From an optimization exercise on the open Yosys and OpenROAD flow, aimed at small area, a short achievable clock period and few clock cycles per item; shortcuts taken in it are not production practice.
RTL that was checked went through simulation tests only; none was proved equivalent to the original.
For runs 1 to 5, only the layout was checked, not whether the RTL still works.
Power is estimated from default activity; no workload was simulated.

### config.mk
export PLATFORM = sky130hd
export DESIGN_NAME = cpu_top
export DESIGN_NICKNAME = cpu_top
export VERILOG_FILES = /design/flow/design.v
export SDC_FILE = /design/flow/constraint.sdc
export NUM_CORES = 4
export LEC_CHECK = 0
export CAP_MARGIN = 20
export CORE_MARGIN = 2
export CORE_UTILIZATION = 40
export PLACE_DENSITY = 0.6
export SETUP_SLACK_MARGIN = 3.8
export SLEW_MARGIN = 20
### constraint.sdc
create_clock -name core_clock -period 7.5 [get_ports {clk}]
set_input_delay 1.5000 -clock core_clock [delete_from_list [all_inputs] [get_ports {clk}]]
set_output_delay 1.5000 -clock core_clock [all_outputs]
set_load 0.01 [all_outputs]
### design.v
`default_nettype none
`default_nettype wire
`default_nettype none
package cpu_pkg;
    typedef logic [16-1:0]  word_t;
    typedef logic [16-1:0]  addr_t;
    typedef logic [25-1:0] dram_addr_t;
    typedef logic [3:0]                  reg_idx_t;
    typedef enum logic [3:0] {
        OP_ADD  = 4'd0,
        OP_SUB  = 4'd1,
        OP_AND  = 4'd2,
        OP_OR   = 4'd3,
        OP_XOR  = 4'd4,
        OP_SHL  = 4'd5,
        OP_SHR  = 4'd6,
        OP_ADDI = 4'd7,
        OP_LDI  = 4'd8,
        OP_LD   = 4'd9,
        OP_ST   = 4'd10,
        OP_BRZ  = 4'd11
    } opcode_e;
    typedef enum logic [2:0] {
        IDLE,
        FETCH_INSTR,
        WAIT_INSTR,
        INSTR_OUT,
        FETCH_DATA,
        WAIT_DATA,
        DATA_OUT
    } seq_state_e;
endpackage
`default_nettype wire
`timescale 1ns/1ps
`default_nettype none
module cpu_top (
    input  wire         clk,
    input  wire         rst,
    output logic [24:0] dram_addr,
    output logic        dram_write_en,
    output logic [15:0] dram_write_data,
    input  wire  [15:0] dram_read_data,
    output logic [15:0] pc,
    output logic        retire
);
    logic [15:0] regs [16];
    logic [15:0] rv;                  
    logic [15:0] zf;                  
    logic [15:0] fa;                  
    logic        f0, f1, f2;          
    logic        lq0, lq1, lq2;       
    logic [3:0]  lq0_rd, lq1_rd, lq2_rd;
    logic        ev;                  
    logic        ei;                  
    logic        e_addsub, e_sub, e_and, e_or, e_xor, e_shl, e_shr, e_passa;
    logic        e_ld, e_st, e_wr;    
    logic        e_mem;               
    logic        e_taken;             
    logic        e_skip1, e_skip2;    
    logic        e_redir;             
    logic [3:0]  e_rd;
    logic [15:0] e_a, e_b;            
    logic        s_mem;               
    logic        st_wen;              
    logic        s_tgt;               
    logic        s_fa;                
    logic [15:0] e_res;
    logic [15:0] e_sum;
    logic [15:0] e_bx;
    logic [15:0] e_p, e_g;
    logic [15:0] e_shx, e_shy, e_shyr;
    logic [15:0] e_other;
    logic        res_zero;
    logic        e_wen;
    logic        smc_hit;
    logic        flush;
    logic [15:0] pc1;
    assign e_bx    = e_b ^ {16{e_sub}};
    assign e_sum   = e_a + e_bx + {15'd0, e_sub};
    assign e_p     = e_a ^ e_bx;
    assign e_g     = e_a & e_bx;
    always_comb begin
        for (int i = 0; i < 16; i++) e_shx[i] = e_shr ? e_a[15 - i] : e_a[i];
    end
    assign e_shy = e_shx << e_b[3:0];
    always_comb begin
        for (int i = 0; i < 16; i++) e_shyr[i] = e_shy[15 - i];
    end
    assign e_other = ({16{e_and}}   & e_g)         |
                     ({16{e_or}}    & (e_p | e_g)) |
                     ({16{e_xor}}   & e_p)         |
                     ({16{e_shl}}   & e_shy)       |
                     ({16{e_shr}}   & e_shyr)      |
                     ({16{e_passa}} & e_a);
    assign e_res   = e_addsub ? e_sum : e_other;
    logic [15:0] zk;
    logic [15:0] m_l;
    logic        z_as, z_and, z_or, z_xor, z_sh, z_pa;
    assign zk    = {e_p[14:0] | e_g[14:0], e_sub};
    assign z_as  = (e_p == zk);
    assign z_and = (e_g == 16'h0000);
    assign z_or  = ((e_p | e_g) == 16'h0000);
    assign z_xor = (e_p == 16'h0000);
    always_comb begin
        for (int i = 0; i < 16; i++) begin
            m_l[i] = (5'(i) + {1'b0, e_b[3:0]}) <= 5'd15;    
        end
    end
    assign z_sh  = ((e_shx & m_l) == 16'h0000);
    assign z_pa  = (e_a == 16'h0000);
    assign res_zero = (e_addsub & z_as) | (e_and & z_and) | (e_or & z_or) | (e_xor & z_xor) |
                      ((e_shl | e_shr) & z_sh) | (e_passa & z_pa);
    assign e_wen   = (ev && e_wr) || ei;
    assign pc1     = pc + 16'd1;
    assign smc_hit = (e_a[15:2] == pc[15:2]) || (e_a[15:2] == fa[15:2]) ||
                     ((e_a == 16'h0000) && (pc >= 16'hF7FC));
    assign flush   = st_wen && smc_hit;
    assign dram_addr       = {9'd0, ({16{s_mem}}         & e_a) |
                                    ({16{s_tgt}}         & e_b) |
                                    ({16{s_fa}}          & fa)};
    assign dram_write_en   = st_wen;
    assign dram_write_data = e_b;
    assign retire          = ev;
    logic [15:0] ins;
    logic [3:0]  d_op, d_rd, d_rs, d_rt;
    logic        d_uses_rs, d_uses_rt, d_br, d_wr, d_mem;
    logic        haz;
    logic        kill_d;
    logic        go;
    logic        replay;
    logic [15:0] d_addr;
    logic [15:0] d_tgt;
    logic [15:0] ra, rb;
    logic        rz;
    assign ins  = dram_read_data;
    assign d_op = ins[15:12];
    assign d_rd = ins[11:8];
    assign d_rs = ins[7:4];
    assign d_rt = ins[3:0];
    assign d_uses_rs = (d_op <= 4'd7) || (d_op == 4'd9) || (d_op == 4'd10);
    assign d_uses_rt = (d_op <= 4'd6) || (d_op == 4'd10);
    assign d_br      = (d_op == 4'd11);
    assign d_wr      = (d_op <= 4'd9);
    assign d_mem     = (d_op == 4'd9) || (d_op == 4'd10);
    function automatic logic clash(input logic v, input logic [3:0] r,
                                   input logic urs, input logic urt, input logic ubr,
                                   input logic uwr, input logic [3:0] s, input logic [3:0] t,
                                   input logic [3:0] d);
        clash = v && ((urs && s == r) || (urt && t == r) || ((ubr || uwr) && d == r));
    endfunction
    assign haz = clash(e_ld, e_rd,   d_uses_rs, d_uses_rt, d_br, d_wr, d_rs, d_rt, d_rd) ||
                 clash(lq0,  lq0_rd, d_uses_rs, d_uses_rt, d_br, d_wr, d_rs, d_rt, d_rd) ||
                 clash(lq1,  lq1_rd, d_uses_rs, d_uses_rt, d_br, d_wr, d_rs, d_rt, d_rd);
    assign e_redir = e_taken && !e_skip1 && !e_skip2;
    assign kill_d  = e_taken || flush;
    assign go     = f2 && !kill_d && !haz;
    assign replay = f2 && !kill_d && haz;
    assign d_addr = ev ? pc1 : pc;
    assign d_tgt  = d_addr + 16'd1 + {{8{ins[7]}}, ins[7:0]};
    logic [15:0] sel_s, sel_t, sel_d;
    logic [15:0] rf_s, rf_t;
    logic        rf_z;
    always_comb begin
        rf_s = 16'h0000;
        rf_t = 16'h0000;
        rf_z = 1'b0;
        for (int i = 0; i < 16; i++) begin
            sel_s[i] = rv[i] && (d_rs == 4'(i));
            sel_t[i] = rv[i] && (d_rt == 4'(i));
            sel_d[i] = (d_rd == 4'(i));
            rf_s = rf_s | ({16{sel_s[i]}} & regs[i]);
            rf_t = rf_t | ({16{sel_t[i]}} & regs[i]);
            rf_z = rf_z | (sel_d[i] && (!rv[i] || zf[i]));
        end
        if (e_wen && e_rd == d_rs) ra = e_res;
        else                       ra = rf_s;
        if (e_wen && e_rd == d_rt) rb = e_res;
        else                       rb = rf_t;
        if (e_wen && e_rd == d_rd) rz = res_zero;
        else                       rz = rf_z;
    end
    logic [15:0] fa_next;
    logic [15:0] tgt1, fa1;
    logic        d_taken;
    logic        d_skip1, d_skip2;
    logic        d_tgt_ok;
    assign tgt1 = e_b + 16'd1;
    assign fa1  = fa + 16'd1;
    always_comb begin
        if (e_redir)               fa_next = tgt1;
        else if (flush || replay)  fa_next = d_addr;
        else if (!e_mem)           fa_next = fa1;
        else                       fa_next = fa;
    end
    assign d_taken  = go && d_br && rz;
    assign d_skip1  = (ins[7:0] == 8'd1) && f1;
    assign d_skip2  = (ins[7:0] == 8'd2) && f1 && f0;
    assign d_tgt_ok = (d_tgt[15:11] != 5'b11111);
    always_ff @(posedge clk) begin
        if (!rst) begin
            pc      <= 16'h0000;
            fa      <= 16'h0000;
            f0      <= 1'b0;
            f1      <= 1'b0;
            f2      <= 1'b0;
            lq0     <= 1'b0;
            lq1     <= 1'b0;
            lq2     <= 1'b0;
            ev      <= 1'b0;
            ei      <= 1'b0;
            e_ld    <= 1'b0;
            e_st    <= 1'b0;
            e_mem   <= 1'b0;
            e_taken <= 1'b0;
            e_skip1 <= 1'b0;
            e_skip2 <= 1'b0;
            s_mem   <= 1'b0;
            st_wen  <= 1'b0;
            s_tgt   <= 1'b0;
            s_fa    <= 1'b1;
            rv      <= 16'h0000;
        end else begin
            if (ev) pc <= e_taken ? e_b : pc1;
            fa <= fa_next;
            if (e_redir) begin
                f0 <= 1'b1;
                f1 <= 1'b0;
                f2 <= 1'b0;
            end else if (flush || replay) begin
                f0 <= 1'b0;
                f1 <= 1'b0;
                f2 <= 1'b0;
            end else begin
                f0 <= !e_mem;
                f1 <= f0;
                f2 <= f1 && !e_skip2;
            end
            lq0 <= e_ld;
            lq1 <= lq0;
            lq2 <= lq1;
            ev      <= go;
            ei      <= lq2;
            e_ld    <= go && (d_op == 4'd9);
            e_st    <= go && (d_op == 4'd10);
            e_mem   <= go && d_mem;
            e_taken <= d_taken;
            e_skip1 <= d_taken && d_skip1;
            e_skip2 <= d_taken && d_skip2;
            s_mem   <= go && d_mem && (ra[15:11] != 5'b11111);
            st_wen  <= go && (d_op == 4'd10) && (ra[15:11] != 5'b11111);
            s_tgt   <= d_taken && !d_skip1 && !d_skip2 && d_tgt_ok;
            s_fa    <= !(go && d_mem) && !(d_taken && !d_skip1 && !d_skip2) &&
                       (fa_next[15:11] != 5'b11111);
            if (e_wen) rv[e_rd] <= 1'b1;
        end
    end
    always_ff @(posedge clk) begin
        lq0_rd <= e_rd;
        lq1_rd <= lq0_rd;
        lq2_rd <= lq1_rd;
        if (e_wen) begin
            regs[e_rd] <= e_res;
            zf[e_rd]   <= res_zero;
        end
        e_addsub <= !lq2 && ((d_op == 4'd0) || (d_op == 4'd1) || (d_op == 4'd7));
        e_sub    <= !lq2 && (d_op == 4'd1);
        e_and    <= !lq2 && (d_op == 4'd2);
        e_or     <= !lq2 && (d_op == 4'd3);
        e_xor    <= !lq2 && (d_op == 4'd4);
        e_shl    <= !lq2 && (d_op == 4'd5);
        e_shr    <= !lq2 && (d_op == 4'd6);
        e_passa  <= lq2 || (d_op == 4'd8);
        e_wr     <= (d_op <= 4'd8);
        e_rd     <= lq2 ? lq2_rd : d_rd;
        if (lq2)                 e_a <= dram_read_data;
        else if (d_op == 4'd8)   e_a <= {8'h00, ins[7:0]};
        else                     e_a <= ra;
        if (d_op == 4'd7)        e_b <= {{12{ins[3]}}, ins[3:0]};
        else if (d_br)           e_b <= d_tgt;
        else                     e_b <= rb;
    end
endmodule
`default_nettype wire
### run.sh
#!/bin/bash
# synth_recipe.tcl (not shown) runs the flow's synth.tcl, then flattens the netlist and writes it again
# the make line also repeats each setting of config.mk as NAME=value (left out here)
make -C /OpenROAD-flow-scripts/flow DESIGN_CONFIG=/design/flow/config.mk WORK_HOME=/design/flow/orfs CLKGATE_MAP_FILE= SYNTH_SCRIPT=/design/flow/synth_recipe.tcl finish
==> run_results.csv, run 1 <==
group,metric,value,unit
run_status,status,"no timing/DRC/antenna violations",
timing,period_minus_slack,3.73,ns
clock_network,clock_sinks,394,
finish,final_common_cell,"edfxtp_1",
timing,hold_viol,0,
die,fp.dieW,246,microns
synthesis,yosys_warnings,1,
timing,worst_pin_slew,1.06,ns
die,boundaryPins,77,
route,dr.pass1.iters,12,
route,vias_per_cell,6.68,
setup_path,required,8.00,ns
synthesis,syn_avg_cell_area,10.1,sq um
die,die_area,60700,sq um
setup_path,r2r-start,"e_b[2]",
pwr,p_seq_share,47.6,%
finish,fin_area,26800,sq um
synthesis,synth.yosys.seq_area_share,45.2,%
setup_path,path_cells,"dlygate4sd2_1 > xor2_1 > nor4_2 > nand2_1 > a21o_1 > a31o_2 > nand2_4 > mux2_1 > o211a_1 > a311oi_1",
timing,drv_slew,0,
timing,worst_hold_slack,0.411,ns
synthesis,synth_area,23500,sq um
clock_network,cts_buffers,43,
setup_path,end_kind,"flop",
pwr,comb_power_share,8.8,%
setup_path,slowest_delay,0.54,ns
placed_design,dp.cells,3010,
setup_path,cp_slowest_cell,"dlygate4sd2_1",
synthesis,synth_compound_area_share,22.6,%
route,drcViolationCount,0,
die,rows,88,
clock_network,root_buffer,"clkbuf_16",
synthesis,synth_cells,2325,
finish,antenna_cells,0,
synthesis,synth_xor_xnor_area_share,6.22,%
clock_network,clk_pin_slew_worst_paths,0.06,ns
route,ant_nets,0,
synthesis,synth_top_family_by_area,"compound AO/OA/AOI/OAI gates",
synthesis,synth-main-ff-cell,"edfxtp_1",
global_route,grt_use_total,29.3,%
synthesis,yosys.area_share.simple,13.0,%
min_path,hp-class,"flop to flop",
clock_network,htreeDepth,2,
global_route,overflow,0,
pwr,internal-power,3.77,mW
timing,clock-skew-final,0.0370,ns
setup_path,cp_max_fo,16,
pwr,clkPwrFrac,43.6,%
synthesis,yosysUniqueCellTypes,92,
pwr,power.density,188,nW/um^2
placed_design,hpwl,59500,microns
finish,syn_to_final_growth,14.0,%
global_route,grt_max_degree,55,
clock_network,clk_path_buf_depth,3,
timing,max_freq,268,MHz
die,chipHeight,246,microns
setup_path,worst-setup-path-type,"primary input to flop",
timing,setup_viol,0,
finish,layout.cells.most_common_list,"edfxtp_1, nand2_1, nor2_1",
setup_path,startpoint,"dram_read_data[11]",
pwr,switching_share,25.1,%
finish,layout.cells.non_filler,3110,
setup_path,arrival,4.22,ns
min_path,hp-start,"lq0_rd[1]",
setup_path,start_kind,"primary input",
timing,relSlewSlack,29.0,%
route,wirelength,91000,microns
clock_network,ctsHoldBuffers,0,
global_route,grt_pass1_vias,19665,
die,initial_core_util,40.6,%
timing,fin_crit_sh,49.7,%
placed_design,post_dp_cell_area,24800,sq um
synthesis,synth.area.mux_share,3.37,%
finish,nFillCells,5378,
finish,finalNetCount,2397,
synthesis,yosys_register_bits,394,
route,first_iter_violations,3187,
synthesis,synth_edf_count,272,
synthesis,async_flop_share,0,%
pwr,ir_drop,188,uV
synthesis,synth_fa_ha_area_share,3.74,%
job,maxCapViolCount,0,
route,vias,20778,
global_route,grt_pass1_wl,132000,microns
pwr,p_sw,1.27,mW
die,coreArea,57900,sq um
finish,drive_above_1_share,14.4,%
global_route,antenna_found_initial,1,
route,detail_route.wl_per_cell,29.3,microns
timing,rsz0062_at_grt,"true",
pwr,leakagePower,9.32,nW
clock_network,clk_latency,0.60,ns
placed_design,port_buffers,67,
timing,finalSetupTns,0,ns
placed_design,gp_congestion,0.973,
clock_network,cts_tree,"yes",
layer usage:
layer	GRT usage, %	part of all wire (%)	up-vias
met4	15.3	6.0	2
li1	-	-	8853
met1	37.6	39	10078
met3	6.60	11	362
met5	0	0.014	-
met2	46.3	45	1483
layout make-up:
type / instances / area (sq um) / share of cell area, %
multi-input combinational: 1610 / 11900 / 44.5
sequential: 394 / 10700 / 39.8
timing repair buffer: 158 / 1370 / 5.13
clock buffer: 55 / 1170 / 4.38
tap: 765 / 957 / 3.58
inverter: 103 / 395 / 1.48
clock inverter: 25 / 297 / 1.11
registers in the layout, indices dropped and copies added (netlist names), 4 cells and up:
register / cells
regs: 256
e_a: 16
e_b: 16
fa: 16
pc: 16
rv: 16
zf: 16
e_rd: 4
lq0_rd: 4
lq1_rd: 4
lq2_rd: 4
repair_timing:
item                       in CTS  in global routing
pin swaps                       7                  4
resized for setup              76                 67
buffers inserted               12                  8
setup endpoints to repair     163                 56
final timing paths:
kind	endpoint	slack, ns	cells past startpoint
hold reg to reg	lq1_rd[1]	0.41	0
setup reg to reg	s_mem	3.89	13
hold / removal	lq1_rd[1]	0.41	0
setup / recovery	s_fa	3.77	10
cells in the mapped netlist, drive strengths merged (76+ instances only):
| library cell | n | area share (%) |
|---|---|---|
| and3 | 77 | 2.1 |
| a221oi | 107 | 4.0 |
| nor2 | 142 | 2.3 |
| inv | 102 | 1.6 |
| a21oi | 91 | 2.0 |
| a22o | 103 | 3.8 |
| nand2 | 144 | 2.3 |
| clkbuf | 164 | 2.6 |
| edfxtp | 272 | 35 |
| dfxtp | 122 | 10 |
| xnor2 | 76 | 2.9 |
| xor2 | 90 | 3.4 |
| o21ai | 122 | 2.6 |
| a22oi | 88 | 2.8 |
per-stage QoR:
step	total power, mW	util, %	worst slack, ns
final	5.04	46.2	3.77
after global routing	5.19	46.2	3.61
after CTS	5.05	45.9	3.76
after detailed placement	2.86	42.9	2.35
after global placement	2.85	42.9	2.37
after floorplan	2.71	-	3.80
cell families (layout without fill, tap and decap cells):
kind of cell,count (synthesis),in the layout
compound gates,710,710
flops,394,394
buf+inv,329,341
fa+ha+maj,69,69
mux,52,52
other cells,1,9
xor+xnor,166,166
simple gates,604,604
worst max-delay path, delay by kind of cell:
family                    cells  cell delay (ns)
buffers and inverters         1             0.54
xor gates and xnor gates      1             0.15
muxes                         1             0.36
and+or+nand+nor               3             0.69
AOI/OAI and AO/OA             4             0.97
power by group through the flow:
stage                     registers (mW)  logic (mW)  clock network, mW
after global routing                2.40       0.476               2.31
final                               2.40       0.444               2.20
after global placement              2.45       0.405                  0
after CTS                           2.40       0.427               2.22
after floorplan                     2.42       0.288                  0
after detailed placement            2.45       0.410                  0
==> run 2, diff against run 1 <==
--- a/design.v
+++ b/design.v
@@ -182,2 +182,3 @@
     logic [15:0] fa_next;
+    logic        fa_next_ok;
     logic [15:0] tgt1, fa1;
@@ -193,2 +194,6 @@
         else                       fa_next = fa;
+        if (e_redir)               fa_next_ok = (tgt1[15:11] != 5'b11111);
+        else if (flush || replay)  fa_next_ok = (d_addr[15:11] != 5'b11111);
+        else if (!e_mem)           fa_next_ok = (fa1[15:11] != 5'b11111);
+        else                       fa_next_ok = (fa[15:11] != 5'b11111);
     end
@@ -252,3 +257,3 @@
             s_fa    <= !(go && d_mem) && !(d_taken && !d_skip1 && !d_skip2) &&
-                       (fa_next[15:11] != 5'b11111);
+                       fa_next_ok;
             if (e_wen) rv[e_rd] <= 1'b1;
==> run_results.csv, run 2 <==
group,metric,value,unit
global_route,grt_pass1_vias,20324,
die,die_area,61000,sq um
synthesis,synth-main-ff-cell,"edfxtp_1",
placed_design,gp_congestion,0.972,
timing,hold_viol,0,
clock_network,ctsHoldBuffers,0,
timing,fin_crit_sh,48.8,%
pwr,leakagePower,9.59,nW
synthesis,synth_top_area_share,34.6,%
global_route,grt_pass1_wl,136000,microns
setup_path,worst-setup-path-type,"flop to flop",
route,vias,21360,
clock_network,clock_sinks,394,
timing,relSlewSlack,38.9,%
timing,clock-skew-final,0.0623,ns
clock_network,clk_path_buf_depth,3,
finish,nFillCells,5413,
clock_network,cts_buffers,44,
timing,finalWorstSetupSlack,3.84,ns
synthesis,async_flop_share,0,%
clock_network,htreeDepth,2,
synthesis,synth_area,23600,sq um
setup_path,cp.buffers_inverters,2,
route,wirelength,94300,microns
finish,drive_above_1_share,14.7,%
setup_path,cp_max_fo,50,
placed_design,port_buffers,67,
setup_path,required,7.95,ns
route,detail_route.wl_per_cell,29.7,microns
route,first_iter_violations,3227,
die,coreArea,58700,sq um
pwr,power.density,191,nW/um^2
route,ant_nets,0,
setup_path,cp_slowest_cell,"mux4_2",
global_route,antenna_found_initial,2,
setup_path,end_kind,"flop",
synthesis,synth_cells,2361,
setup_path,critPathTopFamily,"compound AO/OA/AOI/OAI gates",
die,boundaryPins,77,
synthesis,synth_top_area_cell,"edfxtp_1",
route,vias_per_cell,6.71,
setup_path,slowest_delay,0.60,ns
timing,period_minus_slack,3.66,ns
timing,max_freq,273,MHz
finish,final_common_cell,"edfxtp_1",
synthesis,synth.area.top_cells,"edfxtp_1, dfxtp_1, a221oi_1",
finish,largest_register_ff_count,256,
run_status,status,"no timing/DRC/antenna violations",
finish,layout.cells.most_common_list,"edfxtp_1, nor2_1, nand2_1",
synthesis,netlist_top_cells_count,"edfxtp_1, nor2_1, clkbuf_1",
die,initial_core_util,40.2,%
die,rows,89,
synthesis,synth.yosys.seq_area_share,44.9,%
setup_path,arrival,4.10,ns
global_route,grt_use_total,30.2,%
clock_network,clk_latency,0.63,ns
die,chipHeight,247,microns
min_path,hp-class,"flop to flop",
timing,finalSetupTns,0,ns
timing,rsz0062_at_grt,"true",
pwr,finalPower,5.22,mW
finish,syn_to_final_growth,15.9,%
synthesis,yosysUniqueCellTypes,86,
pwr,ir_drop,189,uV
synthesis,yosys_register_bits,394,
route,drcViolationCount,0,
placed_design,pre_cts_slack,2.41,ns
clock_network,cts_tree,"yes",
clock_network,root_buffer,"clkbuf_16",
clock_network,clk_pin_slew_worst_paths,0.06,ns
route,dr.pass1.iters,12,
synthesis,synth.most_common_cell,"edfxtp_1",
finish,regMostFlops,"regs",
timing,setup_viol,0,
timing,worst_pin_slew,0.914,ns
global_route,grt_max_degree,51,
setup_path,start_kind,"flop",
job,maxCapViolCount,0,
synthesis,yosys_warnings,1,
finish,finalNetCount,2454,
synthesis,synth_edf_count,272,
setup_path,path_cells,"buf_4 > mux4_2 > mux2_2 > o2bb2ai_1 > o21ai_0 > and4_1 > a21oi_1 > buf_4 > o21ai_0 > nor2_1 > a2bb2oi_1",
placed_design,hpwl,60300,microns
synthesis,syn_avg_cell_area,10.0,sq um
die,fp.dieW,247,microns
global_route,overflow,0,
timing,drv_slew,0,
## run 2: cell types whose count changed in the layout (fill, tap and decap cells not counted), sizes merged, moves of 8 or more
cell    delta
mux2      -10
buf       +13
o22ai     +12
nor2      +34
a211oi     +9
nand3     +14
nor4       +8
and3      -17
o21a       -8
mux2i     +20
o31ai      -8
xnor2      +8
a22oi      -8
## run 2: routing by layer
layer  part of all wire (%)  global-route usage (%)  vias up  wire length (microns)
li1                       -                       -     9017                      -
met4                    5.5                    15.3        0                   5230
met2                     45                    47.6     1588                  42600
met3                     12                    7.62      402                  11000
met1                     38                    38.2    10353                  35600
met5                      0                       0        -                      0
## run 2: cells by family after synthesis
kind of cell | count (synthesis) | share of synthesized area [%]
AO/OA/AOI/OAI | 697 | 21.7
XOR/XNOR | 168 | 6.23
adder cells (fa/ha/maj) | 69 | 3.72
buffers and inverters | 326 | 5.92
flip-flops | 394 | 44.9
multiplexers | 67 | 4.17
other | 1 | 0.0159
AND/OR/NAND/NOR | 639 | 13.3
## run 2: repair_timing
| item | in CTS | in global routing |
|---|---|---|
| pin swaps | 5 | 20 |
| cloned | 0 | 2 |
| setup buffers | 3 | 28 |
| gates resized for setup | 114 | 64 |
| endpoints found under the setup margin | 192 | 79 |
## run 2: final cells by class
class / instances / area [sq um] / share of cell area [%]
Antenna cell: 6 / 15.0 / 0.0548
Clock buffer: 51 / 1140 / 4.15
Clock inverter: 30 / 444 / 1.62
Inverter: 104 / 408 / 1.49
Multi-Input combinational cell: 1649 / 12200 / 44.4
Sequential cell: 394 / 10700 / 38.9
Tap cell: 773 / 967 / 3.53
Timing Repair Buffer: 174 / 1610 / 5.87
## run 2: report_power, final
part	switching [mW]	internal [mW]	total, mW
clock network	0.966	1.39	2.35
logic	0.304	0.164	0.468
registers	0.0403	2.36	2.40
total	1.31	3.91	5.22
## run 2: final timing paths
path         startpoint         to  slack [ns]  cells past startpoint
max               e_shr     e_b[0]        3.84                     11
min           lq0_rd[0]  lq1_rd[0]        0.42                      0
max reg2reg       e_shr     e_b[0]        3.84                     11
min reg2reg   lq0_rd[0]  lq1_rd[0]        0.42                      0
## run 2: metrics by stage
step	std cells	hold WS [ns]	util (%)	area, sq um
after global placement	3061	0.414	42.6	25000
after CTS	3145	0.420	45.7	26800
after global routing	3175	0.438	46.6	27400
final	3181	0.422	46.7	27400
after floorplan	2369	0.382	-	23700
after detailed placement	3061	0.416	42.6	25000
==> run 3, diff against run 2 <==
--- a/config.mk
+++ b/config.mk
@@ -11,3 +11,3 @@
 export PLACE_DENSITY = 0.6
-export SETUP_SLACK_MARGIN = 3.8
+export SETUP_SLACK_MARGIN = 4.1
 export SLEW_MARGIN = 20
==> run_results.csv, run 3 <==
group,metric,value,unit
route,vias_per_cell,6.75,
synthesis,synth_top_area_share,34.6,%
global_route,grt_max_degree,51,
finish,multi_input_area,12700,sq um
global_route,use_met2,48.8,%
clock_network,clk_latency,0.58,ns
global_route,antenna_found_initial,3,
global_route,grt_use_total,30.7,%
job,maxCapViolCount,0,
synthesis,yosys_warnings,1,
setup_path,start_kind,"flop",
synthesis,synth.yosys.seq_area_share,44.9,%
route,drcViolationCount,0,
finish,seqCellArea,10700,sq um
setup_path,critPathCapture,"dram_addr[15]",
die,fp.dieW,247,microns
clock_network,cts_buffers,42,
setup_path,cp_max_fo,12,
timing,clock-skew-final,0.0143,ns
synthesis,synth_edf_count,272,
pwr,finalPower,4.98,mW
synthesis,netlist_top_cells_count,"edfxtp_1, nor2_1, clkbuf_1",
die,coreArea,58700,sq um
finish,regMostFlops,"regs",
clock_network,clock_sinks,394,
pwr,internal-power,3.70,mW
global_route,grt_busiest_layer,"met2",
placed_design,pre_cts_slack,2.50,ns
setup_path,reg2reg_slack,4.07,ns
setup_path,end_kind,"primary output",
placed_design,gp_congestion,0.986,
setup_path,r2r-start,"e_a[13]",
synthesis,synth_area,23600,sq um
clock_network,ctsHoldBuffers,0,
die,die_area,61000,sq um
pwr,clkPwrFrac,41.7,%
synthesis,synth.area.top_cells,"edfxtp_1, dfxtp_1, a221oi_1",
setup_path,required,6.00,ns
setup_path,slowest_delay,0.50,ns
route,wirelength,96600,microns
min_path,hp-class,"flop to flop",
synthesis,synth_cells,2361,
clock_network,clk_pin_slew_worst_paths,0.06,ns
die,boundaryPins,77,
clock_network,clk_path_buf_depth,3,
synthesis,syn_avg_cell_area,10.0,sq um
die,rows,89,
timing,worst_pin_slew,1.03,ns
timing,worst_hold_slack,0.424,ns
timing,rsz0062_at_grt,"true",
route,detail_route.wl_per_cell,30.1,microns
finish,largest_register_ff_count,256,
timing,finalSetupTns,0,ns
run_status,status,"no timing/DRC/antenna violations",
global_route,overflow,0,
placed_design,hpwl,61200,microns
finish,layout.cells.most_common_list,"edfxtp_1, nor2_1, nand2_1",
global_route,grt_pass1_wl,138000,microns
finish,nFillCells,5291,
setup_path,ff2ff_path_depth,11,
setup_path,r2r-end,"e_b[9]",
synthesis,synth_top_area_cell,"edfxtp_1",
synthesis,yosysUniqueCellTypes,86,
placed_design,port_buffers,67,
timing,drv_slew,0,
synthesis,async_flop_share,0,%
die,initial_core_util,40.2,%
setup_path,path_cells,"a222oi_1 > inv_1 > clkdlybuf4s50_1",
finish,final_common_cell,"edfxtp_1",
finish,syn_to_final_growth,19.1,%
global_route,met3_usage,7.43,%
timing,fin_crit_sh,47.7,%
global_route,grt_pass1_vias,20433,
route,vias,21674,
timing,period_minus_slack,3.57,ns
route,ant_nets,0,
global_route,met1_usage,38.8,%
pwr,comb_power_share,10.3,%
clock_network,htreeDepth,2,
setup_path,startpoint,"e_a[15]",
setup_path,worst-setup-path-type,"flop to primary output",
clock_network,cts_tree,"yes",
timing,relSlewSlack,31.0,%
pwr,power.density,177,nW/um^2
clock_network,root_buffer,"clkbuf_16",
synthesis,synth-main-ff-cell,"edfxtp_1",
route,dr.pass1.iters,12,
timing,setup_viol,0,
setup_path,cp_slowest_cell,"clkdlybuf4s50_1",
pwr,switching_share,25.7,%
route,first_iter_violations,3129,
finish,finalNetCount,2493,
finish,drive_above_1_share,19.4,%
synthesis,synth.most_common_cell,"edfxtp_1",
timing,hold_viol,0,
pwr,p_sw,1.28,mW
die,chipHeight,247,microns
setup_path,arrival,2.07,ns
timing,max_freq,280,MHz
pwr,leakagePower,9.88,nW
synthesis,yosys_register_bits,394,
pwr,p_seq_share,48.1,%
pwr,ir_drop,171,uV
timing,finalWorstSetupSlack,3.93,ns
## run 3: how the worst min path moves through the flow
| stage | from | to | slack, ns | cells past startpoint |
|---|---|---|---|---|
| 4_1_cts | lq0_rd[3] | lq1_rd[3] | 0.42 | 0 |
| 3_3_place_gp | lq0_rd[3] | lq1_rd[3] | 0.41 | 0 |
| 6_report | lq0_rd[3] | lq1_rd[3] | 0.42 | 0 |
| 2_1_floorplan | e_rd[2] | lq0_rd[2] | 0.38 | 0 |
| 3_5_place_dp | lq0_rd[3] | lq1_rd[3] | 0.41 | 0 |
| 5_1_grt | lq1_rd[1] | lq2_rd[1] | 0.44 | 0 |
## run 3: cells by family (layout without fill, tap and decap cells)
kind of cell	count (synthesis)	after routing	synth area share [%]
xor+xnor	168	168	6.23
flops	394	394	44.9
fa+ha+maj	69	69	3.72
mux	67	67	4.17
compound gates	697	697	21.7
other cells	1	13	0.0159
buf+inv	326	391	5.92
simple gates	639	639	13.3
## run 3: metal layers
layer	share of wire, %	up-vias
li1	-	9106
met1	37	10516
met2	45	1622
met3	12	428
met4	6.2	2
met5	0.013	-
## run 3: power by group through the flow
stage	logic [mW]	registers, mW	clock network, mW
after floorplan	0.293	2.42	0
after global placement	0.419	2.44	0
after detailed placement	0.425	2.44	0
after CTS	0.460	2.39	2.10
after global routing	0.542	2.39	2.18
final	0.512	2.39	2.08
## run 3: layout make-up
cell class / instances / share of cell area [%]
Sequential cell: 394 / 38.0
Inverter: 104 / 1.51
Multi-Input combinational cell: 1649 / 45.0
Tap cell: 773 / 3.44
Clock buffer: 48 / 3.89
Timing Repair inverter: 1 / 0.0178
Antenna cell: 4 / 0.0356
Clock inverter: 24 / 0.872
Timing Repair Buffer: 214 / 7.25
## run 3: stage by stage
stage	instance area [sq um]	util, %	instances
floorplan	23800	-	2369
global placement	25000	42.6	3062
detailed placement	25000	42.6	3062
CTS	27400	46.6	3174
global route	28100	47.9	3207
finish	28100	47.9	3211
## run 3: repair_timing
action	CTS	global route
resized for setup	247	125
setup buffers	36	30
cloned	4	3
endpoints found under the setup margin	280	105
hold endpoints to repair	0	0
pin swaps	40	32
## run 3: worst max-delay path: cells and delay by family, from the launching register on
family	cells	cell delay [ns]
flops	1	0.42
buf+inv	2	0.60
compound gates	1	0.49
==> run 4, diff against run 3 <==
--- a/design.v
+++ b/design.v
@@ -158,3 +158,15 @@
     assign d_addr = ev ? pc1 : pc;
-    assign d_tgt  = d_addr + 16'd1 + {{8{ins[7]}}, ins[7:0]};
+    logic [15:0] pc2, t_base;
+    logic [8:0]  t_lo;
+    logic [7:0]  t_hi, t_hi_p, t_hi_m;
+    logic        t_up, t_dn;
+    assign pc2    = pc + 16'd2;
+    assign t_base = ev ? pc2 : pc1;
+    assign t_hi_p = t_base[15:8] + 8'd1;
+    assign t_hi_m = t_base[15:8] - 8'd1;
+    assign t_lo   = {1'b0, t_base[7:0]} + {1'b0, ins[7:0]};
+    assign t_up   = t_lo[8] && !ins[7];
+    assign t_dn   = !t_lo[8] && ins[7];
+    assign t_hi   = t_up ? t_hi_p : (t_dn ? t_hi_m : t_base[15:8]);
+    assign d_tgt  = {t_hi, t_lo[7:0]};
     logic [15:0] sel_s, sel_t, sel_d;
@@ -202,3 +214,4 @@
     assign d_skip2  = (ins[7:0] == 8'd2) && f1 && f0;
-    assign d_tgt_ok = (d_tgt[15:11] != 5'b11111);
+    assign d_tgt_ok = t_up ? (t_hi_p[7:3] != 5'b11111) :
+                      (t_dn ? (t_hi_m[7:3] != 5'b11111) : (t_base[15:11] != 5'b11111));
     always_ff @(posedge clk) begin
--- a/config.mk
+++ b/config.mk
@@ -11,3 +11,3 @@
 export PLACE_DENSITY = 0.6
-export SETUP_SLACK_MARGIN = 4.1
+export SETUP_SLACK_MARGIN = 3.8
 export SLEW_MARGIN = 20
==> run_results.csv, run 4 <==
group,metric,value,unit
pwr,power.density,187,nW/um^2
setup_path,ff2ff_path_depth,15,
setup_path,slowest_delay,0.72,ns
min_path,hp-start,"lq0_rd[3]",
global_route,antenna_found_initial,1,
placed_design,dp.cells,3161,
synthesis,syn_avg_cell_area,9.79,sq um
route,dr.pass1.iters,8,
finish,regMostFlops,"regs",
min_path,whs_path_depth,0,
setup_path,reg2reg_slack,3.85,ns
timing,setup_viol,0,
timing,hold_viol,0,
clock_network,clock_sinks,394,
clock_network,clk_latency,0.61,ns
die,coreArea,60000,sq um
synthesis,synth.yosys.seq_area_share,44.0,%
route,ant_nets,0,
pwr,ir_drop,184,uV
die,chipHeight,250,microns
setup_path,r2r-end,"s_tgt",
setup_path,path_cells,"clkdlybuf4s15_2 > nor2_1 > and3_2 > buf_4 > a22oi_1 > nand2_1 > nor4_1 > nand2_1 > a31o_2",
synthesis,async_flop_share,0,%
die,initial_core_util,40.2,%
timing,drv_slew,0,
die,fp.dieW,250,microns
setup_path,end_kind,"flop",
synthesis,synth_area,24100,sq um
placed_design,gp_congestion,0.996,
finish,drive_above_1_share,14.0,%
route,drcViolationCount,0,
setup_path,start_kind,"primary input",
die,die_area,62300,sq um
synthesis,synth_edf_count,272,
placed_design,port_buffers,67,
clock_network,clk_path_buf_depth,3,
pwr,finalPower,5.19,mW
finish,finalNetCount,2523,
synthesis,synth_top_area_share,33.8,%
global_route,overflow,0,
setup_path,cp_slowest_cell,"nor4_1",
finish,nFillCells,5494,
setup_path,worst-setup-path-type,"primary input to flop",
job,maxCapViolCount,0,
timing,clock-skew-final,0.0390,ns
setup_path,crit_top_cell,"nand2_1",
route,detail_route.wl_per_cell,29.9,microns
finish,largest_register_ff_count,256,
finish,layout.cells.most_common_list,"edfxtp_1, nand2_1, a22oi_1",
finish,final_common_cell,"edfxtp_1",
synthesis,yosys_warnings,1,
global_route,grt_pass1_vias,21155,
setup_path,r2r-start,"pc[0]",
global_route,grt_max_degree,42,
timing,worst_hold_slack,0.432,ns
die,boundaryPins,77,
route,first_iter_violations,3697,
route,wirelength,97600,microns
synthesis,synth.area.top_cells,"edfxtp_1, dfxtp_1, a22oi_1",
placed_design,hpwl,63900,microns
placed_design,pre_cts_slack,2.29,ns
synthesis,yosysUniqueCellTypes,88,
timing,rsz0062_at_grt,"true",
clock_network,ctsHoldBuffers,0,
synthesis,netlist_top_cells_count,"edfxtp_1, nand2_1, a22oi_1",
clock_network,htreeDepth,2,
synthesis,yosys_register_bits,394,
timing,max_freq,269,MHz
timing,fin_crit_sh,49.6,%
synthesis,synth.most_common_cell,"edfxtp_1",
global_route,grt_pass1_wl,142000,microns
clock_network,cts_buffers,43,
clock_network,clk_pin_slew_worst_paths,0.06,ns
synthesis,synth-main-ff-cell,"edfxtp_1",
min_path,whs_endpoint,"lq1_rd[3]",
finish,layout.cells.non_filler,3258,
timing,finalWorstSetupSlack,3.78,ns
timing,period_minus_slack,3.72,ns
clock_network,root_buffer,"clkbuf_16",
route,vias_per_cell,6.78,
clock_network,cts_tree,"yes",
pwr,leakagePower,9.87,nW
timing,relSlewSlack,32.4,%
setup_path,arrival,4.19,ns
route,vias,22099,
run_status,status,"no timing/DRC/antenna violations",
synthesis,synth_top_area_cell,"edfxtp_1",
setup_path,cp_max_fo,10,
timing,worst_pin_slew,1.01,ns
setup_path,required,7.97,ns
timing,finalSetupTns,0,ns
min_path,hp-class,"flop to flop",
finish,syn_to_final_growth,14.8,%
global_route,grt_use_total,30.3,%
synthesis,synth_cells,2465,
die,rows,90,
==> run 4: cell types whose count changed after synthesis, moves of 12 or more <==
cell	delta
xnor2_1	+23
a22oi_1	+124
a22o_1	-62
a221oi_1	-70
nor2_1	-37
a21oi_1	-27
clkbuf_1	+23
buf_2	-14
nand2_1	+74
nand2b_1	+12
and2_1	+12
nor4_1	+27
nand4_1	-12
==> run 4: area by class of cell <==
class | instances | area, sq um | area share, %
multi-input combinational | 1750 | 12800 | 46.1
antenna | 2 | 5.00 | 0.0181
tap | 782 | 978 | 3.53
sequential | 394 | 10700 | 38.5
inverter | 100 | 389 | 1.40
timing repair buffer | 151 | 1350 | 4.86
clock buffer | 53 | 1150 | 4.17
clock inverter | 26 | 404 | 1.46
==> run 4: logic make-up (layout without fill, tap and decap cells) <==
kind of cell | count (synthesis) | in the layout | synth area share [%]
compound gates | 692 | 692 | 20.9
xor+xnor | 182 | 182 | 6.60
fa+ha+maj | 65 | 65 | 3.43
buf+inv | 329 | 330 | 5.61
flops | 394 | 394 | 44.0
mux | 73 | 73 | 4.27
other cells | 1 | 11 | 0.0155
simple gates | 729 | 729 | 15.2
==> run 4: worst max-delay path, delay by kind of cell <==
kind	cells	cell delay, ns
AND/OR/NAND/NOR	5	1.53
buffers and inverters	2	0.67
AO/OA/AOI/OAI	2	0.47
==> run 4: how the worst max path moves through the flow <==
stage | startpoint | end | slack (ns) | cells past startpoint
after floorplan | e_sub | e_b[11] | 3.82 | 14
after global placement | dram_read_data[5] | fa[1] | 2.31 | 10
after detailed placement | dram_read_data[5] | fa[6] | 2.29 | 10
after CTS | dram_read_data[14] | s_fa | 3.81 | 9
after global routing | pc[0] | s_tgt | 3.71 | 15
final | dram_read_data[2] | e_b[5] | 3.78 | 9
==> run 4: metal layers <==
layer	global-route usage (%)	routed length [microns]
met1	37.7	36400
met3	8.20	11600
met2	48.1	43700
met4	15.7	5740
met5	0	13
==> run 4: what timing repair did <==
item | CTS | global route
pin swaps | 4 | 1
hold endpoints to repair | 0 | 0
cloned | 1 | 0
setup buffers | 7 | 8
setup endpoints to repair | 263 | 161
gates resized for setup | 106 | 74
==> run 4: metrics by stage <==
| stage | util, % | cell area (sq um) |
|---|---|---|
| global placement | 42.5 | 25500 |
| CTS | 45.6 | 27400 |
| global route | 46.1 | 27700 |
| detailed placement | 42.5 | 25500 |
| finish | 46.2 | 27700 |
| floorplan | - | 24200 |
==> run 4: power breakdown <==
| part | total, mW | switching, mW | internal, mW | leakage (nW) |
|---|---|---|---|---|
| clock network | 2.33 | 0.941 | 1.39 | 0.748 |
| logic | 0.454 | 0.294 | 0.160 | 5.63 |
| registers | 2.41 | 0.0501 | 2.36 | 3.50 |
| total | 5.19 | 1.28 | 3.91 | 9.87 |
==> run 5, diff against run 4 <==
--- a/config.mk
+++ b/config.mk
@@ -11,3 +11,3 @@
 export PLACE_DENSITY = 0.6
-export SETUP_SLACK_MARGIN = 3.8
+export SETUP_SLACK_MARGIN = 4.1
 export SLEW_MARGIN = 20
==> run_results.csv, run 5 <==
group,metric,value,unit
timing,max_freq,287,MHz
die,coreArea,60000,sq um
global_route,overflow,0,
timing,worst_pin_slew,0.929,ns
global_route,met1_usage,39.0,%
finish,syn_to_final_growth,19.1,%
setup_path,cp_max_fo,13,
setup_path,ff2ff_path_depth,15,
timing,setup_viol,0,
clock_network,htreeDepth,2,
setup_path,path_depth,9,
die,die_area,62300,sq um
job,maxCapViolCount,0,
setup_path,slowest_delay,0.76,ns
timing,hold_viol,0,
synthesis,syn_avg_cell_area,9.79,sq um
setup_path,required,7.96,ns
timing,finalWorstSetupSlack,4.02,ns
finish,regMostFlops,"regs",
setup_path,start_kind,"primary input",
clock_network,clk_latency,0.60,ns
route,wirelength,100000,microns
setup_path,end_kind,"flop",
finish,layout.cells.non_filler,3321,
route,drcViolationCount,0,
synthesis,synth_top_area_share,33.8,%
pwr,ir_drop,221,uV
die,rows,90,
die,chipHeight,250,microns
clock_network,cts_buffers,43,
timing,clock-skew-final,0.0308,ns
global_route,antenna_found_initial,2,
route,detail_route.wl_per_cell,30.2,microns
setup_path,critPathTopFamily,"simple AND/OR/NAND/NOR gates",
placed_design,post_dp_cell_area,25500,sq um
clock_network,clock_sinks,394,
synthesis,synth.area.top_cells,"edfxtp_1, dfxtp_1, a22oi_1",
global_route,grt_pass1_wl,144000,microns
finish,finalNetCount,2586,
finish,largest_register_ff_count,256,
die,fp.dieW,250,microns
placed_design,pre_cts_slack,2.16,ns
timing,period_minus_slack,3.48,ns
clock_network,clk_path_buf_depth,3,
synthesis,yosys_warnings,1,
finish,fin_area,28700,sq um
route,dr.pass1.iters,10,
pwr,leakagePower,10.4,nW
setup_path,crit_top_cell,"buf_4",
synthesis,synth.most_common_cell,"edfxtp_1",
setup_path,arrival,3.94,ns
min_path,hp-class,"flop to flop",
finish,final_core_util,47.9,%
pwr,power.density,175,nW/um^2
clock_network,root_buffer,"clkbuf_16",
synthesis,async_flop_share,0,%
route,vias,22705,
route,ant_nets,0,
setup_path,cp.buffers_inverters,2,
route,first_iter_violations,3634,
min_path,whs_path_depth,0,
timing,finalSetupTns,0,ns
synthesis,synth_top_area_cell,"edfxtp_1",
setup_path,worst-setup-path-type,"primary input to flop",
synthesis,yosys_register_bits,394,
global_route,grt_max_degree,41,
timing,rsz0062_at_grt,"true",
synthesis,synth_area,24100,sq um
finish,layout.cells.most_common_list,"edfxtp_1, nand2_1, a22oi_1",
finish,final_common_cell,"edfxtp_1",
die,boundaryPins,77,
clock_network,clk_pin_slew_worst_paths,0.06,ns
synthesis,netlist_top_cells_count,"edfxtp_1, nand2_1, a22oi_1",
synthesis,synth.yosys.seq_area_share,44.0,%
global_route,grt_busiest_layer,"met2",
timing,relSlewSlack,37.9,%
setup_path,cp_slowest_cell,"nor4_1",
placed_design,port_buffers,67,
clock_network,cts_tree,"yes",
synthesis,synth_cells,2465,
finish,drive_above_1_share,19.7,%
placed_design,hpwl,65100,microns
run_status,status,"no timing/DRC/antenna violations",
global_route,grt_use_total,30.8,%
global_route,met3_usage,7.24,%
synthesis,yosysUniqueCellTypes,88,
timing,worst_hold_slack,0.425,ns
pwr,finalPower,5.02,mW
placed_design,gp_congestion,0.974,
synthesis,synth_edf_count,272,
route,vias_per_cell,6.84,
placed_design,dp.cells,3156,
timing,drv_slew,0,
die,initial_core_util,40.2,%
setup_path,path_cells,"buf_4 > and2_1 > and3_1 > buf_4 > a22oi_1 > nand2_1 > nor4_1 > mux2_2 > a21oi_1",
timing,fin_crit_sh,46.4,%
global_route,grt_pass1_vias,21369,
synthesis,synth-main-ff-cell,"edfxtp_1",
global_route,use_met2,48.3,%
-- run 5: cell types whose count changed in the layout (fill, tap and decap cells not counted), sizes merged --
cell / delta
clkdlybuf4s50: -17
bufinv: -7
dlygate4sd2: +12
clkinv: +5
clkinvlp: +3
inv: +2
bufbuf: -1
buf: +66
clkdlybuf4s15: -3
clkbuf: +3
-- run 5: cell type report --
cell class                      instances  area (sq um)
Antenna cell                            2          5.00
Timing Repair Buffer                  214          1910
Fill cell                            5484         31300
Multi-Input combinational cell       1750         13300
Inverter                              100           400
Clock buffer                           50          1130
Clock inverter                         29           267
Sequential cell                       394         10700
Tap cell                              782           978
-- run 5: final timing paths --
path	start	to	slack [ns]
worst max-delay path	dram_read_data[3]	e_b[13]	4.02
worst min-delay path	lq0_rd[0]	lq1_rd[0]	0.42
worst max register to register	pc[1]	s_tgt	4.08
worst min register to register	lq0_rd[0]	lq1_rd[0]	0.42
-- run 5: repair_timing --
item	in CTS	in global routing
hold buffers	0	0
buffers inserted	33	47
gates cloned	0	3
gates resized for setup	255	132
setup endpoints to repair	334	176
pin swaps	19	30
-- run 5: cell families (layout without fill, tap and decap cells) --
family	count (synthesis)	count (layout)	synth area share (%)
compound gates	692	692	20.9
xor+xnor	182	182	6.60
fa+ha+maj	65	65	3.43
buf+inv	329	393	5.61
flops	394	394	44.0
mux	73	73	4.27
other cells	1	11	0.0155
simple gates	729	729	15.2
-- run 5: layer usage --
metal / part of all wire (%) / up-vias / wire, microns
li1: - / 9428 / -
met1: 37 / 10964 / 37000
met2: 44 / 1833 / 44600
met3: 12 / 480 / 12200
met4: 6.6 / 0 / 6590
met5: 0 / - / 0
-- run 5: power by group --
group / internal (mW) / switching [mW]
logic: 0.192 / 0.313
clock network: 1.15 / 0.967
registers: 2.35 / 0.0488
total: 3.69 / 1.33
-- run 5: worst register-to-register path, cell delays in order (launching register included) --
cell	delay, ns
dfxtp_4	0.38
ha_4	0.20
mux2i_4	0.25
nor2_2	0.10
xor2_2	0.19
ha_4	0.31
nand3_1	0.08
o211ai_1	0.17
buf_4	0.16
o41ai_4	0.06
buf_4	0.16
or3_4	0.42
nor3_1	0.15
nor2_1	0.08
xnor2_1	0.16
o41a_1	0.43
==> run 6, diff against run 5 <==
--- a/design.v
+++ b/design.v
@@ -54,3 +54,3 @@
     logic        ei;                  
-    logic        e_addsub, e_sub, e_and, e_or, e_xor, e_shl, e_shr, e_passa;
+    logic        e_addsub, e_sub, e_and, e_or, e_xor, e_shl, e_shr, e_passb;
     logic        e_ld, e_st, e_wr;    
@@ -93,3 +93,3 @@
                      ({16{e_shr}}   & e_shyr)      |
-                     ({16{e_passa}} & e_a);
+                     ({16{e_passb}} & e_b);
     assign e_res   = e_addsub ? e_sum : e_other;
@@ -97,3 +97,3 @@
     logic [15:0] m_l;
-    logic        z_as, z_and, z_or, z_xor, z_sh, z_pa;
+    logic        z_as, z_and, z_or, z_xor, z_sh, z_pb;
     assign zk    = {e_p[14:0] | e_g[14:0], e_sub};
@@ -109,5 +109,5 @@
     assign z_sh  = ((e_shx & m_l) == 16'h0000);
-    assign z_pa  = (e_a == 16'h0000);
+    assign z_pb  = (e_b == 16'h0000);
     assign res_zero = (e_addsub & z_as) | (e_and & z_and) | (e_or & z_or) | (e_xor & z_xor) |
-                      ((e_shl | e_shr) & z_sh) | (e_passa & z_pa);
+                      ((e_shl | e_shr) & z_sh) | (e_passb & z_pb);
     assign e_wen   = (ev && e_wr) || ei;
@@ -146,9 +146,11 @@
                                    input logic urs, input logic urt, input logic ubr,
-                                   input logic uwr, input logic [3:0] s, input logic [3:0] t,
+                                   input logic [3:0] s, input logic [3:0] t,
                                    input logic [3:0] d);
-        clash = v && ((urs && s == r) || (urt && t == r) || ((ubr || uwr) && d == r));
+        clash = v && ((urs && s == r) || (urt && t == r) || (ubr && d == r));
     endfunction
-    assign haz = clash(e_ld, e_rd,   d_uses_rs, d_uses_rt, d_br, d_wr, d_rs, d_rt, d_rd) ||
-                 clash(lq0,  lq0_rd, d_uses_rs, d_uses_rt, d_br, d_wr, d_rs, d_rt, d_rd) ||
-                 clash(lq1,  lq1_rd, d_uses_rs, d_uses_rt, d_br, d_wr, d_rs, d_rt, d_rd);
+    assign haz = clash(e_ld, e_rd,   d_uses_rs, d_uses_rt, d_br, d_rs, d_rt, d_rd) ||
+                 clash(lq0,  lq0_rd, d_uses_rs, d_uses_rt, d_br, d_rs, d_rt, d_rd) ||
+                 clash(lq1,  lq1_rd, d_uses_rs, d_uses_rt, d_br, d_rs, d_rt, d_rd);
+    logic        wr_go;
+    assign wr_go = go && d_wr;
     assign e_redir = e_taken && !e_skip1 && !e_skip2;
@@ -158,15 +160,3 @@
     assign d_addr = ev ? pc1 : pc;
-    logic [15:0] pc2, t_base;
-    logic [8:0]  t_lo;
-    logic [7:0]  t_hi, t_hi_p, t_hi_m;
-    logic        t_up, t_dn;
-    assign pc2    = pc + 16'd2;
-    assign t_base = ev ? pc2 : pc1;
-    assign t_hi_p = t_base[15:8] + 8'd1;
-    assign t_hi_m = t_base[15:8] - 8'd1;
-    assign t_lo   = {1'b0, t_base[7:0]} + {1'b0, ins[7:0]};
-    assign t_up   = t_lo[8] && !ins[7];
-    assign t_dn   = !t_lo[8] && ins[7];
-    assign t_hi   = t_up ? t_hi_p : (t_dn ? t_hi_m : t_base[15:8]);
-    assign d_tgt  = {t_hi, t_lo[7:0]};
+    assign d_tgt  = d_addr + 16'd1 + {{8{ins[7]}}, ins[7:0]};
     logic [15:0] sel_s, sel_t, sel_d;
@@ -194,3 +184,2 @@
     logic [15:0] fa_next;
-    logic        fa_next_ok;
     logic [15:0] tgt1, fa1;
@@ -206,6 +195,2 @@
         else                       fa_next = fa;
-        if (e_redir)               fa_next_ok = (tgt1[15:11] != 5'b11111);
-        else if (flush || replay)  fa_next_ok = (d_addr[15:11] != 5'b11111);
-        else if (!e_mem)           fa_next_ok = (fa1[15:11] != 5'b11111);
-        else                       fa_next_ok = (fa[15:11] != 5'b11111);
     end
@@ -214,4 +199,3 @@
     assign d_skip2  = (ins[7:0] == 8'd2) && f1 && f0;
-    assign d_tgt_ok = t_up ? (t_hi_p[7:3] != 5'b11111) :
-                      (t_dn ? (t_hi_m[7:3] != 5'b11111) : (t_base[15:11] != 5'b11111));
+    assign d_tgt_ok = (d_tgt[15:11] != 5'b11111);
     always_ff @(posedge clk) begin
@@ -255,5 +239,5 @@
             end
-            lq0 <= e_ld;
-            lq1 <= lq0;
-            lq2 <= lq1;
+            lq0 <= e_ld && !(wr_go && d_rd == e_rd);
+            lq1 <= lq0  && !(wr_go && d_rd == lq0_rd);
+            lq2 <= lq1  && !(wr_go && d_rd == lq1_rd);
             ev      <= go;
@@ -270,3 +254,3 @@
             s_fa    <= !(go && d_mem) && !(d_taken && !d_skip1 && !d_skip2) &&
-                       fa_next_ok;
+                       (fa_next[15:11] != 5'b11111);
             if (e_wen) rv[e_rd] <= 1'b1;
@@ -289,9 +273,9 @@
         e_shr    <= !lq2 && (d_op == 4'd6);
-        e_passa  <= lq2 || (d_op == 4'd8);
+        e_passb  <= lq2 || (d_op == 4'd8);
         e_wr     <= (d_op <= 4'd8);
         e_rd     <= lq2 ? lq2_rd : d_rd;
-        if (lq2)                 e_a <= dram_read_data;
-        else if (d_op == 4'd8)   e_a <= {8'h00, ins[7:0]};
-        else                     e_a <= ra;
-        if (d_op == 4'd7)        e_b <= {{12{ins[3]}}, ins[3:0]};
+        e_a      <= ra;
+        if (lq2)                 e_b <= dram_read_data;
+        else if (d_op == 4'd7)   e_b <= {{12{ins[3]}}, ins[3:0]};
+        else if (d_op == 4'd8)   e_b <= {8'h00, ins[7:0]};
         else if (d_br)           e_b <= d_tgt;
--- a/config.mk
+++ b/config.mk
@@ -11,3 +11,3 @@
 export PLACE_DENSITY = 0.6
-export SETUP_SLACK_MARGIN = 4.1
+export SETUP_SLACK_MARGIN = 3.8
 export SLEW_MARGIN = 20
==> run_results.csv, run 6 <==
group,metric,value,unit
finish,drive_above_1_share,14.8,%
synthesis,async_flop_share,0,%
synthesis,synth_top_area_cell,"edfxtp_1",
setup_path,start_kind,"flop",
die,die_area,59800,sq um
job,maxCapViolCount,0,
finish,layout.cells.most_common_list,"edfxtp_1, nor2_1, nand2_1",
finish,seqCellArea,10700,sq um
pwr,power.density,184,nW/um^2
timing,max_freq,271,MHz
timing,period_minus_slack,3.69,ns
global_route,grt_pass1_vias,19514,
synthesis,synth-main-ff-cell,"edfxtp_1",
synthesis,synth_top_area_share,35.3,%
setup_path,worst-setup-path-type,"flop to primary output",
setup_path,end_kind,"primary output",
min_path,hp-class,"flop to flop",
synthesis,netlist_top_cells_count,"edfxtp_1, clkbuf_1, nor2_1",
global_route,antenna_found_initial,2,
clock_network,cts_tree,"yes",
finish,fin_area,26700,sq um
global_route,grt_pass1_wl,133000,microns
route,first_iter_violations,3247,
placed_design,gp_congestion,0.975,
route,ant_nets,0,
clock_network,htreeDepth,2,
timing,finalSetupTns,0,ns
route,vias,20719,
global_route,grt_use_total,29.9,%
clock_network,clk_path_buf_depth,3,
timing,relSlewSlack,26.3,%
synthesis,synth_cells,2299,
clock_network,clk_pin_slew_worst_paths,0.06,ns
synthesis,synth.area.top_cells,"edfxtp_1, dfxtp_1, a221oi_1",
timing,fin_crit_sh,49.2,%
timing,worst_pin_slew,1.10,ns
route,wirelength,92300,microns
clock_network,cts_buffers,43,
die,initial_core_util,40.3,%
finish,multi_input_area,11800,sq um
timing,clock-skew-final,0.0453,ns
synthesis,synth.most_common_cell,"edfxtp_1",
synthesis,synth_edf_count,272,
clock_network,clock_sinks,394,
synthesis,synth_area,23100,sq um
setup_path,arrival,2.19,ns
timing,setup_viol,0,
pwr,ir_drop,158,uV
synthesis,synth.yosys.seq_area_share,45.8,%
die,boundaryPins,77,
global_route,overflow,0,
clock_network,clk_latency,0.61,ns
die,coreArea,57500,sq um
synthesis,yosys_warnings,1,
die,rows,88,
finish,final_common_cell,"edfxtp_1",
placed_design,hpwl,59700,microns
timing,rsz0062_at_grt,"true",
global_route,grt_max_degree,51,
synthesis,syn_avg_cell_area,10.1,sq um
die,fp.dieW,245,microns
clock_network,ctsHoldBuffers,0,
finish,syn_to_final_growth,15.3,%
finish,largest_register_ff_count,256,
route,dr.pass1.iters,11,
route,drcViolationCount,0,
setup_path,required,6.00,ns
finish,nFillCells,5274,
timing,hold_viol,0,
route,detail_route.wl_per_cell,29.9,microns
placed_design,post_dp_cell_area,24400,sq um
setup_path,cp_max_fo,11,
run_status,status,"no timing/DRC/antenna violations",
synthesis,yosys_register_bits,394,
clock_network,root_buffer,"clkbuf_16",
synthesis,yosysUniqueCellTypes,91,
finish,finalNetCount,2373,
die,chipHeight,245,microns
placed_design,port_buffers,67,
pwr,finalPower,4.92,mW
finish,regMostFlops,"regs",
pwr,leakagePower,9.47,nW
route,vias_per_cell,6.71,
timing,drv_slew,0,
[run 6: cell count changes after synthesis, moves of 14 or more]
cell      previous run  this run
nand2_1            221       123
a22oi_1            204       107
a221oi_1            32       100
a22o_1              40        93
nor2_1             139       169
xnor2_1            107        79
nor4_1              56        29
o21ai_0            105        81
and3_1              50        72
o21ai_1              1        19
a21oi_1             68        82
[run 6: kinds of logic (layout without fill, tap and decap cells)]
group / Yosys count / count (layout) / synth area share [%]
other: 1 / 11 / 0.0162
adders and majority gates: 69 / 69 / 3.78
and+or+nand+nor: 607 / 607 / 13.1
buffers and inverters: 327 / 340 / 5.65
muxes: 58 / 58 / 3.35
DFF: 394 / 394 / 45.8
AOI/OAI and AO/OA: 677 / 677 / 22.0
xor gates and xnor gates: 166 / 166 / 6.28
[run 6: power breakdown]
group | internal [mW] | switching (mW) | total (mW)
clock | 1.15 | 0.933 | 2.08
combinational | 0.163 | 0.285 | 0.447
sequential | 2.35 | 0.0408 | 2.39
total | 3.66 | 1.26 | 4.92
[run 6: worst paths after layout]
check,start,end,slack [ns],depth (start not counted)
setup / recovery,e_a[13],dram_addr[13],3.81,3
hold / removal,lq0_rd[2],lq1_rd[2],0.43,0
setup reg to reg,e_b[13],s_fa,3.85,12
hold reg to reg,lq0_rd[2],lq1_rd[2],0.43,0
[run 6: stage by stage]
step                utilization, %  worst slack (ns)  std cells  hold slack [ns]
floorplan                        -              3.70       2307            0.382
global placement              42.5              2.34       2972            0.421
detailed placement            42.5              2.20       2972            0.423
CTS                           45.5              3.73       3059            0.436
global route                  46.4              3.72       3085            0.451
finish                        46.4              3.81       3087            0.435
[run 6: routing by layer]
metal,wire [microns],vias to the layer above,global-route usage [%]
met2,42000,1556,47.4
li1,-,8744,-
met1,35000,10058,38.3
met5,26,-,0
met4,4770,4,13.9
met3,10500,357,7.44
[run 6: layout make-up]
cell class              instances  area share, %
diodes                          2         0.0188
clock buffers                  57           4.38
clock inverters                21          0.741
inverters                     100           1.49
multi-input cells            1586           44.3
flip-flops and latches        394           40.0
well taps                     765           3.59
repair buffers                162           5.55
[run 6: critical path, cell delays in order (launching register included)]
cell	delay, ns
dfxtp_1	0.74
a222oi_1	0.25
inv_1	0.10
clkdlybuf4s50_1	0.53
[run 6: repair_timing]
| action | 4_1_cts | 5_1_grt |
|---|---|---|
| setup endpoints to repair | 212 | 101 |
| setup buffers | 9 | 24 |
| cloned | 0 | 2 |
| resized for setup | 111 | 88 |
| pin swaps | 5 | 9 |
| endpoints found under the hold margin | 0 | 0 |
Testbench counts of run 6, summed over its fixed seeds: cycles 52,560, instructions 38,400.
==> run 7, diff against run 6 <==
--- a/config.mk
+++ b/config.mk
@@ -11,3 +11,3 @@
 export PLACE_DENSITY = 0.6
-export SETUP_SLACK_MARGIN = 3.8
+export SETUP_SLACK_MARGIN = 4.1
 export SLEW_MARGIN = 20
==> run_results.csv, run 7 <==
group,metric,value,unit
synthesis,synth-main-ff-cell,"edfxtp_1",
pwr,power.density,184,nW/um^2
global_route,antenna_found_initial,0,
setup_path,arrival,3.85,ns
timing,max_freq,293,MHz
route,first_iter_violations,3512,
synthesis,synth_top_area_cell,"edfxtp_1",
run_status,status,"no timing/DRC/antenna violations",
finish,fin_area,27600,sq um
clock_network,clk_path_buf_depth,3,
job,maxCapViolCount,0,
finish,drive_above_1_share,19.2,%
placed_design,port_buffers,67,
route,ant_nets,0,
timing,setup_viol,0,
placed_design,gp_congestion,0.976,
route,detail_route.wl_per_cell,30.0,microns
global_route,grt_max_degree,51,
setup_path,path_cells,"buf_4 > nor2b_1 > and3_2 > a22o_1 > a221oi_1 > nand3_1 > nor3_1 > nor3_1 > a2bb2oi_1",
synthesis,synth.most_common_cell,"edfxtp_1",
finish,final_common_cell,"edfxtp_1",
finish,final_core_util,48.1,%
synthesis,synth.yosys.seq_area_share,45.8,%
clock_network,root_buffer,"clkbuf_16",
clock_network,htreeDepth,2,
setup_path,slowest_delay,0.54,ns
finish,largest_register_ff_count,256,
synthesis,synth_cells,2299,
setup_path,cp_slowest_cell,"nor3_1",
timing,drv_slew,0,
timing,relSlewSlack,33.9,%
timing,clock-skew-final,0.0585,ns
placed_design,dp.cells,2981,
finish,layout.cells.non_filler,3120,
synthesis,synth_area,23100,sq um
finish,regMostFlops,"regs",
setup_path,end_kind,"flop",
die,boundaryPins,77,
synthesis,yosys_register_bits,394,
synthesis,netlist_top_cells_count,"edfxtp_1, clkbuf_1, nor2_1",
synthesis,async_flop_share,0,%
synthesis,yosysUniqueCellTypes,91,
finish,layout.cells.most_common_list,"edfxtp_1, nor2_1, nand2_1",
synthesis,synth_edf_count,272,
timing,period_minus_slack,3.42,ns
pwr,ir_drop,147,uV
setup_path,cp_max_fo,16,
die,initial_core_util,40.3,%
die,die_area,59800,sq um
synthesis,synth.area.top_cells,"edfxtp_1, dfxtp_1, a221oi_1",
clock_network,clock_sinks,394,
min_path,hp-class,"flop to flop",
global_route,grt_pass1_vias,20303,
timing,worst_hold_slack,0.428,ns
timing,rsz0062_at_grt,"true",
route,vias_per_cell,6.77,
die,fp.dieW,245,microns
die,rows,88,
clock_network,cts_buffers,44,
clock_network,ctsHoldBuffers,0,
synthesis,synth_top_area_share,35.3,%
finish,finalNetCount,2406,
pwr,leakagePower,9.99,nW
setup_path,worst-setup-path-type,"primary input to flop",
setup_path,required,7.93,ns
route,wirelength,93500,microns
setup_path,start_kind,"primary input",
placed_design,post_dp_cell_area,24600,sq um
timing,finalSetupTns,0,ns
timing,worst_pin_slew,0.987,ns
timing,fin_crit_sh,45.6,%
setup_path,crit_top_cell,"nor3_1",
finish,antenna_cells,0,
clock_network,clk_latency,0.61,ns
global_route,grt_use_total,30.2,%
clock_network,cts_tree,"yes",
global_route,grt_pass1_wl,135000,microns
timing,hold_viol,0,
synthesis,syn_avg_cell_area,10.1,sq um
synthesis,yosys_warnings,1,
die,chipHeight,245,microns
global_route,overflow,0,
route,vias,21116,
route,dr.pass1.iters,13,
finish,syn_to_final_growth,19.3,%
placed_design,hpwl,58800,microns
die,coreArea,57500,sq um
clock_network,clk_pin_slew_worst_paths,0.06,ns
route,drcViolationCount,0,
## run 7: kinds of logic (layout without fill, tap and decap cells)
logic type      after synthesis  in the layout  synth area share, %
compound gates              677            677                 22.0
simple gates                607            607                 13.1
other cells                   1              9               0.0162
mux                          58             58                 3.35
flops                       394            394                 45.8
buf+inv                     327            375                 5.65
fa+ha+maj                    69             69                 3.78
xor+xnor                    166            166                 6.28
## run 7: per-layer routing
| metal | track usage (%) | share of wire, % |
|---|---|---|
| met2 | 47.1 | 44 |
| met5 | 0.0817 | 0 |
| met4 | 16.5 | 6.1 |
| met3 | 7.87 | 12 |
| met1 | 38.2 | 37 |
## run 7: worst paths after layout
check,start,slack [ns],cells after the start,endpoint
worst min register to register,lq0_rd[2],0.43,0,lq1_rd[2]
worst max-delay path,dram_read_data[3],4.08,9,e_b[0]
worst min-delay path,lq0_rd[2],0.43,0,lq1_rd[2]
worst max register to register,e_b[1],4.12,12,e_skip1
## run 7: layout make-up
type	count	area [sq um]
fill	5257	29900
clock buffer	53	1180
inverter	100	407
clock inverter	28	302
timing repair buffer	194	1870
multi-input combinational	1586	12200
tap	765	957
sequential	394	10700
## run 7: power breakdown
group          internal, mW  switching [mW]
logic                 0.183           0.295
clock network          1.27           0.944
registers              2.34          0.0434
total                  3.80            1.28
## run 7: repair_timing
action / CTS / global route
resized for setup: 263 / 95
gates cloned: 1 / 3
pin swaps: 53 / 40
setup buffers: 40 / 14
setup endpoints to repair: 246 / 111
## run 7: through the flow
step / power [mW] / worst slack (ns)
floorplan: 2.69 / 3.70
global placement: 2.82 / 2.39
detailed placement: 2.83 / 2.28
CTS: 5.06 / 3.99
global route: 5.23 / 4.03
finish: 5.08 / 4.08
## run 7: worst max-delay path: cells and delay by family
family	cells	cell delay (ns)
simple gates	5	1.42
compound gates	3	0.72
buf+inv	1	0.18

[separate check: timing with driven ports]
No port has a modelled driver above. Below, the same layouts with a new extraction and two added sets of constraints. Step 1 assumes that a clkbuf_16 drives the clock port and a buf_2 every other input. Step 2 also shifts input and output timing later by t, the mid clock arrival at the registers, as if the neighbouring blocks saw the same clock. Slacks: ideal ports / drivers / drivers and shift; pairs: ideal ports / drivers.
| run | t (ns) | setup slack, ns | latest minus earliest clock arrival (ns) | worst data-port slew with drivers (ns) |
|---|---|---|---|---|
| run 1 | 0.637 | 3.775 / 3.743 / 3.107 | 0.037 / 0.037 | 0.09 |
| run 2 | 0.660 | 3.843 / 3.843 / 3.236 | 0.064 / 0.063 | 0.08 |
| run 3 | 0.635 | 3.925 / 3.866 / 3.418 | 0.016 / 0.015 | 0.09 |
| run 4 | 0.649 | 3.781 / 3.751 / 3.102 | 0.044 / 0.044 | 0.10 |
| run 5 | 0.645 | 4.019 / 3.979 / 3.335 | 0.035 / 0.035 | 0.14 |
| run 6 | 0.645 | 3.812 / 3.751 / 3.202 | 0.045 / 0.045 | 0.10 |
| run 7 | 0.639 | 4.083 / 4.095 / 3.476 | 0.059 / 0.058 | 0.10 |
After both steps every run listed still meets setup and hold. For run 5, which loses most, drivers alone change the setup slack by -0.040 ns; drivers and shift together by -0.684 ns.
